Source: an optimization exercise on an open RTL-to-GDS flow (aim: a short achievable clock period and few clock cycles per item). Production flows keep margins and buffers that such runs may drop.
Only simulation tests tie the RTL to the original design; equivalence was not proved.

==> inputs of job 8674 <==
==> flow/design.v (excerpt) <==
module ascon_perm_engine #(
    parameter int UNROLL  = 2,
    parameter int SLICE_W = 64
) (
    input  logic         clk,
    input  logic         rst,
    input  logic         in_valid_i,
    output logic         in_ready_o,
    input  logic [3:0]   rounds_i,
    input  logic [319:0] state_i,
    output logic         out_valid_o,
    input  logic         out_ready_i,
    output logic [319:0] state_o,
    output logic         busy_o
);
==> module ascon_perm_engine, before the edit <==
module ascon_perm_engine #(
    parameter int UNROLL  = 2,
    parameter int SLICE_W = 64
) (
    input  logic         clk,
    input  logic         rst,
    input  logic         in_valid_i,
    output logic         in_ready_o,
    input  logic [3:0]   rounds_i,
    input  logic [319:0] state_i,
    output logic         out_valid_o,
    input  logic         out_ready_i,
    output logic [319:0] state_o,
    output logic         busy_o
);
    localparam int W     = 64;
    localparam int NST   = 12;           
    localparam int FD    = 16;           
    localparam int FAW   = 4;            
    localparam int CAP   = FD + 1;       
    localparam int OCW   = 5;            
    function automatic logic [W-1:0] ror(input logic [W-1:0] x, input int n);
        ror = (x >> n) | (x << (W - n));
    endfunction
    function automatic logic [319:0] round_f(input logic [319:0] s, input logic [3:0] r);
        logic [W-1:0] x0, x1, x2, x3, x4;
        logic [W-1:0] t0, t1, t2, t3, t4;
        x0 = s[4*W +: W];
        x1 = s[3*W +: W];
        x2 = s[2*W +: W];
        x3 = s[1*W +: W];
        x4 = s[0*W +: W];
        x2 = x2 ^ {{(W-8){1'b0}}, ~r, r};
        x0 = x0 ^ x4;
        x4 = x4 ^ x3;
        x2 = x2 ^ x1;
        t0 = ~x0 & x1;
        t1 = ~x1 & x2;
        t2 = ~x2 & x3;
        t3 = ~x3 & x4;
        t4 = ~x4 & x0;
        x0 = x0 ^ t1;
        x1 = x1 ^ t2;
        x2 = x2 ^ t3;
        x3 = x3 ^ t4;
        x4 = x4 ^ t0;
        x1 = x1 ^ x0;
        x0 = x0 ^ x4;
        x3 = x3 ^ x2;
        x2 = ~x2;
        x0 = x0 ^ ror(x0, 19) ^ ror(x0, 28);
        x1 = x1 ^ ror(x1, 61) ^ ror(x1, 39);
        x2 = x2 ^ ror(x2, 1)  ^ ror(x2, 6);
        x3 = x3 ^ ror(x3, 10) ^ ror(x3, 17);
        x4 = x4 ^ ror(x4, 7)  ^ ror(x4, 41);
        round_f = {x0, x1, x2, x3, x4};
    endfunction
    logic [319:0]    p_q  [NST+1];
    logic [NST+1:0]  v_q;                
    logic [3:0]      code_q;             
    logic [NST-1:0]  m_q  [NST+1];       
    logic [NST-1:0]  m0;
    logic            ready_q;
    logic            fire_in;
    assign fire_in = in_valid_i & ready_q;
    always_comb begin
        for (int r = 0; r < NST; r++)
            m0[r] = (code_q == 4'd0) || (code_q > 4'd12) || (int'(code_q) >= NST - r);
    end
    always_ff @(posedge clk) begin
        p_q[0]  <= state_i;
        code_q  <= rounds_i;
        m_q[0]  <= '0;
        for (int k = 0; k < NST; k++) begin
            if ((k == 0 ? m0[k] : m_q[k][k]))
                p_q[k+1] <= round_f(p_q[k], 4'(k));
            else
                p_q[k+1] <= p_q[k];
            m_q[k+1] <= (k == 0) ? m0 : m_q[k];
        end
    end
    always_ff @(posedge clk) begin
        if (rst) v_q <= '0;
        else     v_q <= {v_q[NST:0], fire_in};
    end
    logic [319:0]  mem_q [FD];
    logic [FAW-1:0] wr_q, rd_q;
    logic [FAW:0]  fcnt_q;
    logic [319:0]  head_q;
    logic          hv_q;
    logic [OCW-1:0] occ_q;
    logic          busy_q;
    logic          deliver, head_free, from_fifo, in_pipe, to_fifo;
    logic [OCW-1:0] occ_d;
    assign deliver   = hv_q & out_ready_i;
    assign head_free = ~hv_q | out_ready_i;
    assign in_pipe   = v_q[NST];
    assign from_fifo = head_free & (fcnt_q != '0);
    assign to_fifo   = in_pipe & ~(head_free & (fcnt_q == '0));
    assign occ_d     = occ_q + OCW'(fire_in) - OCW'(deliver);
    always_ff @(posedge clk) begin
        if (to_fifo) mem_q[wr_q] <= p_q[NST];
        if (head_free) head_q <= (fcnt_q != '0) ? mem_q[rd_q] : p_q[NST];
    end
    always_ff @(posedge clk) begin
        if (rst) begin
            wr_q    <= '0;
            rd_q    <= '0;
            fcnt_q  <= '0;
            hv_q    <= 1'b0;
            occ_q   <= '0;
            busy_q  <= 1'b0;
            ready_q <= 1'b1;
        end else begin
            if (to_fifo)   wr_q <= wr_q + 1'b1;
            if (from_fifo) rd_q <= rd_q + 1'b1;
            fcnt_q  <= fcnt_q + (FAW+1)'(to_fifo) - (FAW+1)'(from_fifo);
            if (head_free) hv_q <= (fcnt_q != '0) | in_pipe;
            occ_q   <= occ_d;
            busy_q  <= (occ_d != '0);
            ready_q <= (occ_d < OCW'(CAP));
        end
    end
    assign in_ready_o  = ready_q;
    assign out_valid_o = hv_q;
    assign busy_o      = busy_q;
    assign state_o     = head_q;
endmodule
make LEC_CHECK=0 CAP_MARGIN=20 CORE_MARGIN=2 CORE_UTILIZATION=40 SLEW_MARGIN=20 finish   # period 8.0 ns
run.sh (not shown) runs the stock make flow with config.mk's settings and CLKGATE_MAP_FILE= SYNTH_SCRIPT=/design/flow/synth_recipe.tcl, a recipe that flattens the netlist after the stock synthesis.
==> inputs of job 4555, as changes to job 8674 <==
==> flow/design.v (replaced) <==
`default_nettype none
module ascon_perm_engine #(
    parameter int UNROLL  = 2,
    parameter int SLICE_W = 64
) (
    input  logic         clk,
    input  logic         rst,
    input  logic         in_valid_i,
    output logic         in_ready_o,
    input  logic [3:0]   rounds_i,
    input  logic [319:0] state_i,
    output logic         out_valid_o,
    input  logic         out_ready_i,
    output logic [319:0] state_o,
    output logic         busy_o
);
    localparam int W   = 64;
    localparam int RPS = 1;              
    localparam int NS  = 12 / RPS;       
    function automatic logic [W-1:0] ror(input logic [W-1:0] x, input int n);
        ror = (x >> n) | (x << (W - n));
    endfunction
    function automatic logic [319:0] round_f(input logic [319:0] s, input logic [3:0] r);
        logic [W-1:0] x0, x1, x2, x3, x4;
        logic [W-1:0] t0, t1, t2, t3, t4;
        x0 = s[4*W +: W];
        x1 = s[3*W +: W];
        x2 = s[2*W +: W];
        x3 = s[1*W +: W];
        x4 = s[0*W +: W];
        x2 = x2 ^ {{(W-8){1'b0}}, ~r, r};
        x0 = x0 ^ x4;
        x4 = x4 ^ x3;
        x2 = x2 ^ x1;
        t0 = ~x0 & x1;
        t1 = ~x1 & x2;
        t2 = ~x2 & x3;
        t3 = ~x3 & x4;
        t4 = ~x4 & x0;
        x0 = x0 ^ t1;
        x1 = x1 ^ t2;
        x2 = x2 ^ t3;
        x3 = x3 ^ t4;
        x4 = x4 ^ t0;
        x1 = x1 ^ x0;
        x0 = x0 ^ x4;
        x3 = x3 ^ x2;
        x2 = ~x2;
        x0 = x0 ^ ror(x0, 19) ^ ror(x0, 28);
        x1 = x1 ^ ror(x1, 61) ^ ror(x1, 39);
        x2 = x2 ^ ror(x2, 1)  ^ ror(x2, 6);
        x3 = x3 ^ ror(x3, 10) ^ ror(x3, 17);
        x4 = x4 ^ ror(x4, 7)  ^ ror(x4, 41);
        round_f = {x0, x1, x2, x3, x4};
    endfunction
    function automatic logic [319:0] stage_f(input logic [319:0] s, input logic [11:0] m,
                                             input int j);
        logic [319:0] x;
        x = s;
        for (int i = 0; i < RPS; i++)
            if (m[j*RPS+i]) x = round_f(x, 4'(j*RPS+i));
        stage_f = x;
    endfunction
    function automatic logic [11:0] mask_f(input logic [3:0] code);
        for (int r = 0; r < 12; r++)
            mask_f[r] = (code == 4'd0) || (code > 4'd12) || (int'(code) >= 12 - r);
    endfunction
    logic [NS-1:1][319:0] p_q;
    logic [NS-1:1][11:0]  m_q;
    logic [NS-1:1]        v_q;
    logic [319:0]         last;          
    logic ready_q;                       
    logic en_q;                          
    always_ff @(posedge clk) begin
        if (ready_q) begin
            p_q[1] <= stage_f(state_i, mask_f(rounds_i), 0);
            m_q[1] <= mask_f(rounds_i);
        end
        if (en_q) begin
            for (int k = 2; k < NS; k++) begin
                p_q[k] <= stage_f(p_q[k-1], m_q[k-1], k-1);
                m_q[k] <= m_q[k-1];
            end
        end
    end
    assign last = stage_f(p_q[NS-1], m_q[NS-1], NS-1);
    logic [319:0] head_q, skid_q;
    logic         hv_q, sv_q, busy_q;
    logic         head_free, incoming;
    logic         hv_d, sv_d;
    logic [NS-1:1] v_d;
    assign head_free = ~hv_q | out_ready_i;
    assign incoming  = en_q & v_q[NS-1];
    always_comb begin
        v_d = v_q;
        if (en_q) begin
            v_d[1] = 1'b0;
            for (int k = 2; k < NS; k++) v_d[k] = v_q[k-1];
        end
        if (ready_q) v_d[1] = in_valid_i;
        if (head_free) begin
            hv_d = sv_q | incoming;
            sv_d = sv_q & incoming;
        end else begin
            hv_d = 1'b1;
            sv_d = sv_q | incoming;
        end
    end
    always_ff @(posedge clk) begin
        if (!sv_q) skid_q <= last;
        if (rst)            head_q <= '0;
        else if (head_free) head_q <= sv_q ? skid_q : last;
    end
    always_ff @(posedge clk) begin
        if (rst) begin
            v_q     <= '0;
            hv_q    <= 1'b0;
            sv_q    <= 1'b0;
            busy_q  <= 1'b0;
            ready_q <= 1'b1;
            en_q    <= 1'b0;
        end else begin
            v_q     <= v_d;
            hv_q    <= hv_d;
            sv_q    <= sv_d;
            busy_q  <= (|v_d) | hv_d;
            ready_q <= ~(hv_d & sv_d);
            en_q    <= ~(hv_d & sv_d);
        end
    end
    assign in_ready_o  = ready_q;
    assign out_valid_o = hv_q;
    assign busy_o      = busy_q;
    assign state_o     = head_q;
endmodule
`default_nettype wire
--- a/flow/config.mk
+++ b/flow/config.mk
@@ -7,5 +7,6 @@
 export LEC_CHECK = 0
 export CAP_MARGIN = 20
 export CORE_MARGIN = 2
-export CORE_UTILIZATION = 40
+export CORE_UTILIZATION = 30
+export SETUP_SLACK_MARGIN = 5
 export SLEW_MARGIN = 20
==> inputs of job 1789, as changes to job 8674 <==
==> flow/design.v (replaced) <==
`default_nettype none
module ascon_perm_engine #(
    parameter int UNROLL  = 2,
    parameter int SLICE_W = 64
) (
    input  logic         clk,
    input  logic         rst,
    input  logic         in_valid_i,
    output logic         in_ready_o,
    input  logic [3:0]   rounds_i,
    input  logic [319:0] state_i,
    output logic         out_valid_o,
    input  logic         out_ready_i,
    output logic [319:0] state_o,
    output logic         busy_o
);
    localparam int W = SLICE_W;
    typedef enum logic [1:0] {
        IDLE = 2'd0,
        RUN  = 2'd1,
        DONE = 2'd2
    } fsm_t;
    fsm_t         fsm_q;
    logic [319:0] st_q;
    logic [319:0] st_d;
    logic [3:0]   cnt_q;
    logic [3:0]   cnt_d;
    logic [3:0]   nr_q;
    logic [3:0]   nr_d;
    logic         ready_q;
    logic         valid_q;
    logic         busy_q;
    logic [319:0] w_r1;
    logic [319:0] w_r2;
    logic [3:0]   w_ridx;
    logic [3:0]   w_left;
    logic         w_two;
    logic         w_last;
    function automatic logic [W-1:0] ror(input logic [W-1:0] x, input int n);
        ror = (x >> n) | (x << (W - n));
    endfunction
    function automatic logic [319:0] round_f(input logic [319:0] s, input logic [3:0] r);
        logic [W-1:0] x0, x1, x2, x3, x4;
        logic [W-1:0] t0, t1, t2, t3, t4;
        x0 = s[4*W +: W];
        x1 = s[3*W +: W];
        x2 = s[2*W +: W];
        x3 = s[1*W +: W];
        x4 = s[0*W +: W];
        x2 = x2 ^ {{(W-8){1'b0}}, ~r, r};
        x0 = x0 ^ x4;
        x4 = x4 ^ x3;
        x2 = x2 ^ x1;
        t0 = ~x0 & x1;
        t1 = ~x1 & x2;
        t2 = ~x2 & x3;
        t3 = ~x3 & x4;
        t4 = ~x4 & x0;
        x0 = x0 ^ t1;
        x1 = x1 ^ t2;
        x2 = x2 ^ t3;
        x3 = x3 ^ t4;
        x4 = x4 ^ t0;
        x1 = x1 ^ x0;
        x0 = x0 ^ x4;
        x3 = x3 ^ x2;
        x2 = ~x2;
        x0 = x0 ^ ror(x0, 19) ^ ror(x0, 28);
        x1 = x1 ^ ror(x1, 61) ^ ror(x1, 39);
        x2 = x2 ^ ror(x2, 1)  ^ ror(x2, 6);
        x3 = x3 ^ ror(x3, 10) ^ ror(x3, 17);
        x4 = x4 ^ ror(x4, 7)  ^ ror(x4, 41);
        round_f = {x0, x1, x2, x3, x4};
    endfunction
    always_comb begin
        w_ridx = 4'd12 - nr_q + cnt_q;
        w_left = nr_q - cnt_q;
        w_r1   = round_f(st_q, w_ridx);
        w_r2   = round_f(w_r1, w_ridx + 4'd1);
        w_two  = (UNROLL == 2) && (w_left >= 4'd2);
        st_d   = w_two ? w_r2 : w_r1;
        cnt_d  = cnt_q + (w_two ? 4'd2 : 4'd1);
        w_last = (cnt_d == nr_q);
        nr_d   = ((rounds_i == 4'd0) || (rounds_i > 4'd12)) ? 4'd12 : rounds_i;
    end
    always_ff @(posedge clk) begin
        if (rst) begin
            fsm_q   <= IDLE;
            cnt_q   <= 4'd0;
            st_q    <= '0;
            nr_q    <= 4'd12;
            ready_q <= 1'b1;
            valid_q <= 1'b0;
            busy_q  <= 1'b0;
        end else begin
            case (fsm_q)
                IDLE: begin
                    if (in_valid_i) begin
                        st_q    <= state_i;
                        nr_q    <= nr_d;
                        cnt_q   <= 4'd0;
                        fsm_q   <= RUN;
                        ready_q <= 1'b0;
                        busy_q  <= 1'b1;
                    end
                end
                RUN: begin
                    st_q  <= st_d;
                    cnt_q <= cnt_d;
                    if (w_last) begin
                        fsm_q   <= DONE;
                        valid_q <= 1'b1;
                    end
                end
                DONE: begin
                    if (out_ready_i) begin
                        fsm_q   <= IDLE;
                        ready_q <= 1'b1;
                        valid_q <= 1'b0;
                        busy_q  <= 1'b0;
                    end
                end
                default: begin
                    fsm_q   <= IDLE;
                    ready_q <= 1'b1;
                    valid_q <= 1'b0;
                    busy_q  <= 1'b0;
                end
            endcase
        end
    end
    assign in_ready_o  = ready_q;
    assign out_valid_o = valid_q;
    assign busy_o      = busy_q;
    assign state_o     = st_q;
endmodule
`default_nettype wire
==> notes <==
Job 4555 did not get past 5_1_grt on GRT-0116. Job 1789 ran to the end with no violations. Job 8674 stopped in 1_2_yosys. In synthesized cell count, job 4555 is at 6.5 times the value of job 1789. In area after synthesis, job 4555 is at 7.2 times the value of job 1789.
==> figures <==
|  | job 4555 | job 1789 | job 8674 |
|---|---|---|---|
| Outcome | stopped before the end | no timing/DRC/antenna violations | stopped before the end |
| Failing step | 5_1_grt | - | 1_2_yosys |
| Per-instance average area after synthesis | 10.3 um2 | 9.33 um2 | - |
| IO buf count | 650 | 650 | - |
| CTS H-tree lvls | 6 | 2 | - |
| Post-Place Cell Area | 0.383 mm2 | 0.0578 mm2 | - |
| Number of buffers inserted during clock tree synthesis | 572 | 51 | - |
| Yosys warnings | 1 | 1 | 3 |
| Post-synthesis sequential area ratio | 35.5% | 14.0% | - |
| Final GP Congestion | 1.34 | 1.20 | - |
| HPWL after detailed placement | 2020000 um | 280000 um | - |
| Portion of synthesized cell area occupied by the leading cell type | 31.7% | 19.5% | - |
Testbench counts of job 8674, summed over its fixed seeds: cycles 1,392, items 1,280.
Testbench counts of job 4555, summed over its fixed seeds: cycles 1,376, items 1,280.
Testbench counts of job 1789, summed over its fixed seeds: cycles 8,498, items 1,280.

---

==> wip/willow: inputs <==
ascon_perm_engine, a different RTL version from the one above (not shown whole).
==> module ascon_perm_engine, before the edit <==
module ascon_perm_engine #(
    parameter int UNROLL  = 2,
    parameter int SLICE_W = 64
) (
    input  logic         clk,
    input  logic         rst,
    input  logic         in_valid_i,
    output logic         in_ready_o,
    input  logic [3:0]   rounds_i,
    input  logic [319:0] state_i,
    output logic         out_valid_o,
    input  logic         out_ready_i,
    output logic [319:0] state_o,
    output logic         busy_o
);
    localparam int W   = 64;
    localparam int RPS = 2;              
    localparam int NS  = 12 / RPS;       
    function automatic logic [W-1:0] ror(input logic [W-1:0] x, input int n);
        ror = (x >> n) | (x << (W - n));
    endfunction
    function automatic logic [319:0] round_f(input logic [319:0] s, input logic [3:0] r);
        logic [W-1:0] x0, x1, x2, x3, x4;
        logic [W-1:0] t0, t1, t2, t3, t4;
        x0 = s[4*W +: W];
        x1 = s[3*W +: W];
        x2 = s[2*W +: W];
        x3 = s[1*W +: W];
        x4 = s[0*W +: W];
        x2 = x2 ^ {{(W-8){1'b0}}, ~r, r};
        x0 = x0 ^ x4;
        x4 = x4 ^ x3;
        x2 = x2 ^ x1;
        t0 = ~x0 & x1;
        t1 = ~x1 & x2;
        t2 = ~x2 & x3;
        t3 = ~x3 & x4;
        t4 = ~x4 & x0;
        x0 = x0 ^ t1;
        x1 = x1 ^ t2;
        x2 = x2 ^ t3;
        x3 = x3 ^ t4;
        x4 = x4 ^ t0;
        x1 = x1 ^ x0;
        x0 = x0 ^ x4;
        x3 = x3 ^ x2;
        x2 = ~x2;
        x0 = x0 ^ ror(x0, 19) ^ ror(x0, 28);
        x1 = x1 ^ ror(x1, 61) ^ ror(x1, 39);
        x2 = x2 ^ ror(x2, 1)  ^ ror(x2, 6);
        x3 = x3 ^ ror(x3, 10) ^ ror(x3, 17);
        x4 = x4 ^ ror(x4, 7)  ^ ror(x4, 41);
        round_f = {x0, x1, x2, x3, x4};
    endfunction
    function automatic logic [319:0] stage_f(input logic [319:0] s, input logic [11:0] m,
                                             input int j);
        logic [319:0] x;
        x = s;
        for (int i = 0; i < RPS; i++)
            if (m[j*RPS+i]) x = round_f(x, 4'(j*RPS+i));
        stage_f = x;
    endfunction
    function automatic logic [11:0] mask_f(input logic [3:0] code);
        for (int r = 0; r < 12; r++)
            mask_f[r] = (code == 4'd0) || (code > 4'd12) || (int'(code) >= 12 - r);
    endfunction
    logic [NS-1:1][319:0] p_q;
    logic [NS-1:1][11:0]  m_q;
    logic [NS-1:1]        v_q;
    logic [319:0]         last;          
    logic ready_q;                       
    logic en_q;                          
    always_ff @(posedge clk) begin
        if (ready_q) begin
            p_q[1] <= stage_f(state_i, mask_f(rounds_i), 0);
            m_q[1] <= mask_f(rounds_i);
        end
        if (en_q) begin
            for (int k = 2; k < NS; k++) begin
                p_q[k] <= stage_f(p_q[k-1], m_q[k-1], k-1);
                m_q[k] <= m_q[k-1];
            end
        end
    end
    assign last = stage_f(p_q[NS-1], m_q[NS-1], NS-1);
    logic [319:0] head_q, skid_q;
    logic         hv_q, sv_q, busy_q;
    logic         head_free, incoming;
    logic         hv_d, sv_d;
    logic [NS-1:1] v_d;
    assign head_free = ~hv_q | out_ready_i;
    assign incoming  = en_q & v_q[NS-1];
    always_comb begin
        v_d = v_q;
        if (en_q) begin
            v_d[1] = 1'b0;
            for (int k = 2; k < NS; k++) v_d[k] = v_q[k-1];
        end
        if (ready_q) v_d[1] = in_valid_i;
        if (head_free) begin
            hv_d = sv_q | incoming;
            sv_d = sv_q & incoming;
        end else begin
            hv_d = 1'b1;
            sv_d = sv_q | incoming;
        end
    end
    always_ff @(posedge clk) begin
        if (head_free) head_q <= sv_q ? skid_q : last;
        if (head_free ? sv_q : ~sv_q) skid_q <= last;
    end
    always_ff @(posedge clk) begin
        if (rst) begin
            v_q     <= '0;
            hv_q    <= 1'b0;
            sv_q    <= 1'b0;
            busy_q  <= 1'b0;
            ready_q <= 1'b1;
            en_q    <= 1'b0;
        end else begin
            v_q     <= v_d;
            hv_q    <= hv_d;
            sv_q    <= sv_d;
            busy_q  <= (|v_d) | hv_d;
            ready_q <= ~(hv_d & sv_d);
            en_q    <= ~(hv_d & sv_d);
        end
    end
    assign in_ready_o  = ready_q;
    assign out_valid_o = hv_q;
    assign busy_o      = busy_q;
    assign state_o     = head_q;
endmodule
==> flow/config.mk <==
export PLATFORM = sky130hd
export DESIGN_NAME = ascon_perm_engine
export DESIGN_NICKNAME = ascon_perm_engine
export VERILOG_FILES = /design/flow/design.v
export SDC_FILE = /design/flow/constraint.sdc
export NUM_CORES = 4
export LEC_CHECK = 0
export CAP_MARGIN = 20
export CORE_MARGIN = 2
export CORE_UTILIZATION = 55
export SETUP_SLACK_MARGIN = 5
export SLEW_MARGIN = 20
==> flow/constraint.sdc <==
create_clock -name core_clock -period 8.0 [get_ports {clk}]
set_input_delay 1.6000 -clock core_clock [delete_from_list [all_inputs] [get_ports {clk}]]
set_output_delay 1.6000 -clock core_clock [all_outputs]
set_load 0.01 [all_outputs]
==> wip/lagoon (differences from wip/willow) <==
==> flow/design.v (replaced) <==
`default_nettype none
module ascon_perm_engine #(
    parameter int UNROLL  = 2,
    parameter int SLICE_W = 64
) (
    input  logic         clk,
    input  logic         rst,
    input  logic         in_valid_i,
    output logic         in_ready_o,
    input  logic [3:0]   rounds_i,
    input  logic [319:0] state_i,
    output logic         out_valid_o,
    input  logic         out_ready_i,
    output logic [319:0] state_o,
    output logic         busy_o
);
    localparam int W  = 64;
    localparam int NE = 4;               
    localparam int PW = 2;               
    function automatic logic [W-1:0] ror(input logic [W-1:0] x, input int n);
        ror = (x >> n) | (x << (W - n));
    endfunction
    function automatic logic [319:0] round_f(input logic [319:0] s, input logic [3:0] r);
        logic [W-1:0] x0, x1, x2, x3, x4;
        logic [W-1:0] t0, t1, t2, t3, t4;
        x0 = s[4*W +: W];
        x1 = s[3*W +: W];
        x2 = s[2*W +: W];
        x3 = s[1*W +: W];
        x4 = s[0*W +: W];
        x2 = x2 ^ {{(W-8){1'b0}}, ~r, r};
        x0 = x0 ^ x4;
        x4 = x4 ^ x3;
        x2 = x2 ^ x1;
        t0 = ~x0 & x1;
        t1 = ~x1 & x2;
        t2 = ~x2 & x3;
        t3 = ~x3 & x4;
        t4 = ~x4 & x0;
        x0 = x0 ^ t1;
        x1 = x1 ^ t2;
        x2 = x2 ^ t3;
        x3 = x3 ^ t4;
        x4 = x4 ^ t0;
        x1 = x1 ^ x0;
        x0 = x0 ^ x4;
        x3 = x3 ^ x2;
        x2 = ~x2;
        x0 = x0 ^ ror(x0, 19) ^ ror(x0, 28);
        x1 = x1 ^ ror(x1, 61) ^ ror(x1, 39);
        x2 = x2 ^ ror(x2, 1)  ^ ror(x2, 6);
        x3 = x3 ^ ror(x3, 10) ^ ror(x3, 17);
        x4 = x4 ^ ror(x4, 7)  ^ ror(x4, 41);
        round_f = {x0, x1, x2, x3, x4};
    endfunction
    logic [NE-1:0][319:0] s_q;
    logic [NE-1:0][3:0]   r_q;           
    logic [NE-1:0]        run_q;         
    logic [NE-1:0]        done_q;        
    logic [PW-1:0]        wp_q, rp_q;
    logic                 ready_q, hv_q, busy_q;
    logic [319:0]         head_q;
    logic                 fire_in, head_free, take;
    logic [3:0]           r0;
    logic [NE-1:0]        run_d, done_d;
    logic [PW-1:0]        wp_d, rp_d;
    logic                 hv_d;
    assign fire_in   = in_valid_i & ready_q;
    assign head_free = ~hv_q | out_ready_i;
    assign take      = head_free & done_q[rp_q];
    assign r0        = ((rounds_i == 4'd0) || (rounds_i > 4'd12)) ? 4'd0 : 4'd12 - rounds_i;
    always_comb begin
        run_d  = run_q;
        done_d = done_q;
        for (int i = 0; i < NE; i++)
            if (run_q[i] && r_q[i] == 4'd11) begin
                run_d[i]  = 1'b0;
                done_d[i] = 1'b1;
            end
        if (take) done_d[rp_q] = 1'b0;
        if (fire_in) run_d[wp_q] = 1'b1;
        wp_d = wp_q + PW'(fire_in);
        rp_d = rp_q + PW'(take);
        hv_d = take | (hv_q & ~out_ready_i);
    end
    always_ff @(posedge clk) begin
        for (int i = 0; i < NE; i++) begin
            if (fire_in && wp_q == PW'(i)) begin
                s_q[i] <= state_i;
                r_q[i] <= r0;
            end else if (run_q[i]) begin
                s_q[i] <= round_f(s_q[i], r_q[i]);
                r_q[i] <= r_q[i] + 4'd1;
            end
        end
        if (rst)       head_q <= '0;
        else if (take) head_q <= s_q[rp_q];
    end
    always_ff @(posedge clk) begin
        if (rst) begin
            run_q   <= '0;
            done_q  <= '0;
            wp_q    <= '0;
            rp_q    <= '0;
            hv_q    <= 1'b0;
            busy_q  <= 1'b0;
            ready_q <= 1'b1;
        end else begin
            run_q   <= run_d;
            done_q  <= done_d;
            wp_q    <= wp_d;
            rp_q    <= rp_d;
            hv_q    <= hv_d;
            busy_q  <= (|run_d) | (|done_d) | hv_d;
            ready_q <= ~run_d[wp_d] & ~done_d[wp_d];
        end
    end
    assign in_ready_o  = ready_q;
    assign out_valid_o = hv_q;
    assign busy_o      = busy_q;
    assign state_o     = head_q;
endmodule
`default_nettype wire
CELL_PAD_IN_SITES_DETAIL_PLACEMENT = 1   (was default)
CELL_PAD_IN_SITES_GLOBAL_PLACEMENT = 1   (was default)
CORE_UTILIZATION = 20   (was 55)
PLACE_DENSITY = 0.4   (was default)
==> wip/delta (differences from wip/willow) <==
--- a/flow/design.v
+++ b/flow/design.v
@@ -17,3 +17,3 @@
     localparam int W   = 64;
-    localparam int RPS = 2;              
+    localparam int RPS = 1;              
     localparam int NS  = 12 / RPS;       
@@ -73,4 +73,6 @@
     logic en_q;                          
+    logic en1;                           
+    assign en1 = en_q | ~v_q[1];
     always_ff @(posedge clk) begin
-        if (ready_q) begin
+        if (en1) begin
             p_q[1] <= stage_f(state_i, mask_f(rounds_i), 0);
@@ -109,4 +111,5 @@
     always_ff @(posedge clk) begin
-        if (head_free) head_q <= sv_q ? skid_q : last;
-        if (head_free ? sv_q : ~sv_q) skid_q <= last;
+        if (!sv_q) skid_q <= last;
+        if (rst)            head_q <= '0;
+        else if (head_free) head_q <= sv_q ? skid_q : last;
     end
CELL_PAD_IN_SITES_DETAIL_PLACEMENT = 1   (was default)
CELL_PAD_IN_SITES_GLOBAL_PLACEMENT = 1   (was default)
CORE_UTILIZATION = 20   (was 55)
PLACE_DENSITY = 0.4   (was default)
==> wip/nickel (differences from wip/willow) <==
--- a/flow/design.v
+++ b/flow/design.v
@@ -17,4 +17,3 @@
     localparam int W   = 64;
-    localparam int RPS = 2;              
-    localparam int NS  = 12 / RPS;       
+    localparam int NST = 12;             
     function automatic logic [W-1:0] ror(input logic [W-1:0] x, input int n);
@@ -55,47 +54,44 @@
     endfunction
-    function automatic logic [319:0] stage_f(input logic [319:0] s, input logic [11:0] m,
-                                             input int j);
-        logic [319:0] x;
-        x = s;
-        for (int i = 0; i < RPS; i++)
-            if (m[j*RPS+i]) x = round_f(x, 4'(j*RPS+i));
-        stage_f = x;
-    endfunction
-    function automatic logic [11:0] mask_f(input logic [3:0] code);
-        for (int r = 0; r < 12; r++)
-            mask_f[r] = (code == 4'd0) || (code > 4'd12) || (int'(code) >= 12 - r);
-    endfunction
-    logic [NS-1:1][319:0] p_q;
-    logic [NS-1:1][11:0]  m_q;
-    logic [NS-1:1]        v_q;
-    logic [319:0]         last;          
+    logic [NST:0][319:0]   p_q;
+    logic [NST:0]          v_q;          
+    logic [3:0]            code_q;       
+    logic [NST:1][NST-1:0] m_q;          
+    logic [NST-1:0]        m0;
     logic ready_q;                       
     logic en_q;                          
+    logic fire_in;
+    assign fire_in = in_valid_i & ready_q;
+    always_comb begin
+        for (int r = 0; r < NST; r++)
+            m0[r] = (code_q == 4'd0) || (code_q > 4'd12) || (int'(code_q) >= NST - r);
+    end
     always_ff @(posedge clk) begin
         if (ready_q) begin
-            p_q[1] <= stage_f(state_i, mask_f(rounds_i), 0);
-            m_q[1] <= mask_f(rounds_i);
+            p_q[0] <= state_i;
+            code_q <= rounds_i;
         end
         if (en_q) begin
-            for (int k = 2; k < NS; k++) begin
-                p_q[k] <= stage_f(p_q[k-1], m_q[k-1], k-1);
-                m_q[k] <= m_q[k-1];
+            for (int k = 0; k < NST; k++) begin
+                if ((k == 0) ? m0[0] : m_q[k][k])
+                    p_q[k+1] <= round_f(p_q[k], 4'(k));
+                else
+                    p_q[k+1] <= p_q[k];
             end
+            m_q[1] <= m0;
+            for (int k = 1; k < NST; k++) m_q[k+1] <= m_q[k];
         end
     end
-    assign last = stage_f(p_q[NS-1], m_q[NS-1], NS-1);
     logic [319:0] head_q, skid_q;
     logic         hv_q, sv_q, busy_q;
-    logic         head_free, incoming;
+    logic         deliver, head_free, incoming;
     logic         hv_d, sv_d;
-    logic [NS-1:1] v_d;
+    logic [NST:0] v_d;
+    assign deliver   = hv_q & out_ready_i;
     assign head_free = ~hv_q | out_ready_i;
-    assign incoming  = en_q & v_q[NS-1];
+    assign incoming  = en_q & v_q[NST];
     always_comb begin
         v_d = v_q;
-        if (en_q) begin
-            v_d[1] = 1'b0;
-            for (int k = 2; k < NS; k++) v_d[k] = v_q[k-1];
-        end
-        if (ready_q) v_d[1] = in_valid_i;
+        if (en_q) v_d[NST:1] = v_q[NST-1:0];
+        if (en_q) v_d[0] = 1'b0;
+        if (ready_q) v_d[0] = in_valid_i;
         if (head_free) begin
@@ -109,4 +105,4 @@
     always_ff @(posedge clk) begin
-        if (head_free) head_q <= sv_q ? skid_q : last;
-        if (head_free ? sv_q : ~sv_q) skid_q <= last;
+        if (head_free) head_q <= sv_q ? skid_q : p_q[NST];
+        if (head_free ? sv_q : ~sv_q) skid_q <= p_q[NST];
     end
==> flow_metrics.env <==
export IMPL_synth_edf_count=4870
export IMPL_synth_cell_types=44
export IMPL_ctsResizeCount=2768
export IMPL_cts_sinks=4888
export IMPL_synth_area_um2=382000
export IMPL_stop_error="[ERROR GRT-0116] Global routing finished with congestion. Check the congestion regions in the DRC Viewer."
export IMPL_synth_compound_area_frac=0.0368
export IMPL_muxShareOfSynthArea=0.0649
export IMPL_post_cts_buffers=236
export IMPL_outcome="stopped before the end"
export IMPL_stop_stage="5_1_grt"
export IMPL_synth_simple_area_share=0.0444
That was wip/nickel.
==> flow_metrics.env <==
export IMPL_outcome="complete, no violations"
export IMPL_muxShareOfSynthArea=0.0766
export IMPL_synth_area_um2=133000
export IMPL_post_cts_buffers=202
export IMPL_ctsResizeCount=2479
export IMPL_cts_sinks=1631
export IMPL_synth_edf_count=1296
export IMPL_synth_compound_area_frac=0.0623
export IMPL_synth_cell_types=44
export IMPL_hold_viol=0
export IMPL_synth_simple_area_share=0.0724
That was wip/lagoon.
==> flow_metrics.env <==
export IMPL_stop_error="[ERROR DPL-0038] Utilization greater than 100%, impossible to legalize"
export IMPL_post_cts_buffers=9289
export IMPL_synth_simple_area_share=0.0589
export IMPL_muxShareOfSynthArea=0.0951
export IMPL_outcome="stopped before the end"
export IMPL_stop_stage="4_1_cts"
That was wip/willow.
==> flow_metrics.env <==
export IMPL_muxShareOfSynthArea=0.0358
export IMPL_post_cts_buffers=1057
export IMPL_outcome="complete, no violations"
export IMPL_synth_edf_count=3586
export IMPL_synth_area_um2=340000
export IMPL_ctsResizeCount=4836
export IMPL_synth_compound_area_frac=0.0709
export IMPL_synth_simple_area_share=0.0571
That was wip/delta.
Testbench counts of wip/willow, summed over its fixed seeds: cycles 1,328, items 1,280.
Testbench counts of wip/lagoon, summed over its fixed seeds: cycles 4,038, items 1,280.
Testbench counts of wip/delta, summed over its fixed seeds: cycles 1,376, items 1,280.
Testbench counts of wip/nickel, summed over its fixed seeds: cycles 1,392, items 1,280.

[what the ideal ports hide]
The results above use ideal ports. As a check the final layouts listed here were re-extracted and re-timed, cells and wires unchanged. Step 1 sets driving cells, clkbuf_16 on the clock port and buf_2 on the other inputs (assumed; they add their load-dependent delay and slew). Step 2, shift: input delay + t, output delay - t, t = (earliest + latest rising clock arrival at the registers) / 2. This alone moves slack from input paths to output paths. Three values: ideal, step 1, step 2; two values: the first two.
| run | t, ns | setup WS [ns] | hold WS [ns] | worst setup path at the end | worst register clock-pin slew, ns |
|---|---|---|---|---|---|
| job 1789 | 0.792 | 1.225 / 1.225 / 1.225 | 0.490 / 0.490 / 0.490 | register to register | 0.08 / 0.08 |
| wip/lagoon | 1.194 | 4.747 / 4.695 / 3.668 | 0.457 / 0.457 / 0.457 | input to register | 0.08 / 0.08 |
| wip/delta | 1.401 | 4.574 / 4.383 / 3.633 | 0.413 / 0.413 / 0.413 | input to register | 0.08 / 0.08 |
After both steps every run listed still meets setup and hold. The setup slack of wip/lagoon, which loses most, moves by -0.052 ns with the drivers and by -1.079 ns with both steps.
